Source: an optimization exercise on an open RTL-to-GDS flow (aim: small area, a short achievable clock period and few clock cycles per item). Production flows keep margins and buffers that such runs may drop.
RTL that was checked went through simulation tests only; none was proved equivalent to the original.

==> flow/design.v (excerpt) <==
module adc_scan_scale_smooth (
   input  logic                clock,
   input  logic                reset,
   input  logic                req_valid,
   output logic                req_ready,
   input  logic [13:0]         req_sample,
   output logic                rsp_valid,
   input  logic                rsp_ready,
   output logic [1:0]          rsp_channel,
   output logic signed [31:0]  rsp_smoothed_value,
   output logic [7:0]          rsp_next_mux,
   input  logic                csr_we,
   input  logic [2:0]          csr_index,
   input  logic [31:0]         csr_wdata
);
   adcsss_pkg::cfg_type cfg;
   logic                go;
   logic                res_valid;
   logic [1:0]          res_channel;
   logic signed [31:0]  res_value;
   adcsss_csr u_csr (
      .clock     (clock),
      .reset     (reset),
      .csr_we    (csr_we),
      .csr_index (csr_index),
      .csr_wdata (csr_wdata),
      .cfg       (cfg)
   );
   adcsss_dp u_dp (
      .clock       (clock),
      .reset       (reset),
      .go          (go),
      .req_valid   (req_valid),
      .req_ready   (req_ready),
      .cfg         (cfg),
      .req_sample  (req_sample),
      .res_valid   (res_valid),
      .res_channel (res_channel),
      .res_value   (res_value)
   );
   adcsss_ctrl u_ctrl (
      .clock              (clock),
      .reset              (reset),
      .res_valid          (res_valid),
  ...
Size in the first run: roughly 5300 cells after synthesis, about 700 flip-flops, ~98 I/O pins.
==> flow/config.mk <==
export PLATFORM = sky130hd
export DESIGN_NAME = adc_scan_scale_smooth
export DESIGN_NICKNAME = adc_scan_scale_smooth
export VERILOG_FILES = /design/flow/design.v
export SDC_FILE = /design/flow/constraint.sdc
export NUM_CORES = 4
export LEC_CHECK = 0
export CAP_MARGIN = 20
export CORE_MARGIN = 2
export CORE_UTILIZATION = 40
export CTS_BUF_LIST = sky130_fd_sc_hd__clkbuf_8
export CTS_CLUSTER_SIZE = 20
export SLEW_MARGIN = 20
==> flow/constraint.sdc <==
create_clock -name core_clock -period 9.5 [get_ports {clock}]
set_input_delay 1.9000 -clock core_clock [delete_from_list [all_inputs] [get_ports {clock}]]
set_output_delay 1.9000 -clock core_clock [all_outputs]
set_load 0.01 [all_outputs]
standard.sh (not shown) runs the stock make flow with config.mk's settings and CLKGATE_MAP_FILE= SYNTH_SCRIPT=/design/flow/synth_recipe.tcl, a recipe that flattens the netlist after the stock synthesis.
==> flow/flow/run.sh <==
#!/bin/bash
# The standard layout, with three changes to how it is made:
#  - Yosys synth without its early "abc -fast" pass (-noabc), so that
#    extract_fa finds the carry-save adders without inverted polarities;
#  - port buffers of a plain buffer cell instead of the default delay cell;
#  - timing repair aimed 5.5 ns below the clock period.
# The clock period, SDC and everything else are the standard flow's. Each tool's output is
# in orfs/logs/ (ORFS) and in standard.log.
set -euo pipefail
bash standard.sh SYNTH_ARGS=-noabc SETUP_SLACK_MARGIN=5.25 \
  "BUFFER_PORTS_ARGS=-buffer_cell sky130_fd_sc_hd__buf_2" finish > standard.log 2>&1
Testbench counts at the start, summed over its fixed seeds: cycles 4,856, samples 4,800.
Edit:
--- a/flow/flow/run.sh
+++ b/flow/flow/run.sh
@@ -9,3 +9,3 @@
 set -euo pipefail
-bash standard.sh SYNTH_ARGS=-noabc SETUP_SLACK_MARGIN=5.25 \
+bash standard.sh SYNTH_ARGS=-noabc SETUP_SLACK_MARGIN=5.4 \
   "BUFFER_PORTS_ARGS=-buffer_cell sky130_fd_sc_hd__buf_2" finish > standard.log 2>&1
Effect: Cell count increases by 0.47%. Maximum frequency increases by 3.3%. Routed wire length hardly moves. Global-route usage increases by 0.17 points. Area after synthesis stays the same. Sequential share of layout area decreases by 0.25 points. Sequential cell count does not change. Die area stays the same. Count of clock-buffer cells in the layout increases by 7. First-iteration DRC count decreases by 13%.

* * *

run a:
adc_scan_scale_smooth, a different RTL version from the one above (not shown whole).
Size: roughly 5700 cells after synthesis, about 720 flip-flops, ~58000 sq um of cells after synthesis.
## adc_scan_scale_smooth
module adc_scan_scale_smooth (
   input  logic                clock,
   input  logic                reset,
   input  logic                req_valid,
   output logic                req_ready,
   input  logic [13:0]         req_sample,
   output logic                rsp_valid,
   input  logic                rsp_ready,
   output logic [1:0]          rsp_channel,
   output logic signed [31:0]  rsp_smoothed_value,
   output logic [7:0]          rsp_next_mux,
   input  logic                csr_we,
   input  logic [2:0]          csr_index,
   input  logic [31:0]         csr_wdata
);
   adcsss_pkg::cfg_type cfg;
   logic                go;
   logic                res_valid;
   logic [1:0]          res_channel;
   logic signed [31:0]  res_value;
   assign req_ready = go;
   adcsss_csr u_csr (
      .clock     (clock),
      .reset     (reset),
      .csr_we    (csr_we),
      .csr_index (csr_index),
      .csr_wdata (csr_wdata),
      .cfg       (cfg)
   );
   adcsss_dp u_dp (
      .clock       (clock),
      .reset       (reset),
      .go          (go),
      .accept      (req_valid && go),
      .cfg         (cfg),
      .req_sample  (req_sample),
      .res_valid   (res_valid),
      .res_channel (res_channel),
      .res_value   (res_value)
   );
   adcsss_ctrl u_ctrl (
      .clock              (clock),
      .reset              (reset),
      .res_valid          (res_valid),
      .res_channel        (res_channel),
  ...
Settings: LEC_CHECK=0, CAP_MARGIN=20, CORE_MARGIN=2, CORE_UTILIZATION=40, SETUP_SLACK_MARGIN=5, SLEW_MARGIN=20; clock period 9.5 ns.
run.sh (not shown) runs the stock make flow with config.mk's settings and CLKGATE_MAP_FILE= SYNTH_SCRIPT=/design/flow/synth_recipe.tcl, a recipe that flattens the netlist after the stock synthesis.
Stock flow here: none of the scripts above is used.
Run a completed end to end with timing, DRC and antenna clean.
--- input diff run a..run b ---
Settings: a deleted SETUP_SLACK_MARGIN that had been 5.
--- outcome ---
Run b vs. run a: post-route core utilization has decreased; number of ordinary and repair buffers in the finished layout down 27%. As far as number of setup violations in the final report goes, run a and run b are indistinguishable; the numbers are identical. The run showing the smaller time the worst path needs with I/O delays and setup is run a. Run b: worst slew margin relative to its limit 7.0 points below run a. As far as share of cell area taken by muxes after synthesis goes, run b and run a are indistinguishable; the numbers are identical.
Function was not checked in any run of this note: the RTL went through the layout flow alone.

## separate check: timing with driven ports
How much do the figures lean on ideal ports? The routed layouts below were timed once more, with nothing changed but the port constraints.
Step 1 (the two cells are an assumption about what drives the block):
set clk [get_ports {clock}]
set_driving_cell -lib_cell sky130_fd_sc_hd__clkbuf_16 $clk
set_driving_cell -lib_cell sky130_fd_sc_hd__buf_2 [delete_from_list [all_inputs] $clk]
Step 2 also shifts input and output timing later by t, the mid clock arrival at the registers, as if the neighbouring blocks saw the same clock.
Slacks: no drivers / after step 1 / after step 2; pairs: no drivers / after step 1.
run | shift t [ns] | setup WS [ns] | worst setup path at the end | slew at the worst register clock pin (ns) | worst data-port slew with drivers (ns)
the first run of note 1 | 0.914 | 5.294 / 5.294 / 4.978 | input to register | 0.07 / 0.07 | 0.05
the second run of note 1 | 0.920 | 5.430 / 5.430 / 4.829 | input to register | 0.07 / 0.07 | 0.05
run a | 0.768 | 4.316 / 4.316 / 4.316 | register to register | 0.07 / 0.07 | 0.08
run b | 0.752 | 3.420 / 3.420 / 3.420 | register to register | 0.07 / 0.07 | 0.07
After both steps setup and hold are still met in every run listed. The setup slack of the second run of note 1, which loses most, moves by 0.000 ns with the drivers and by -0.601 ns with both steps.
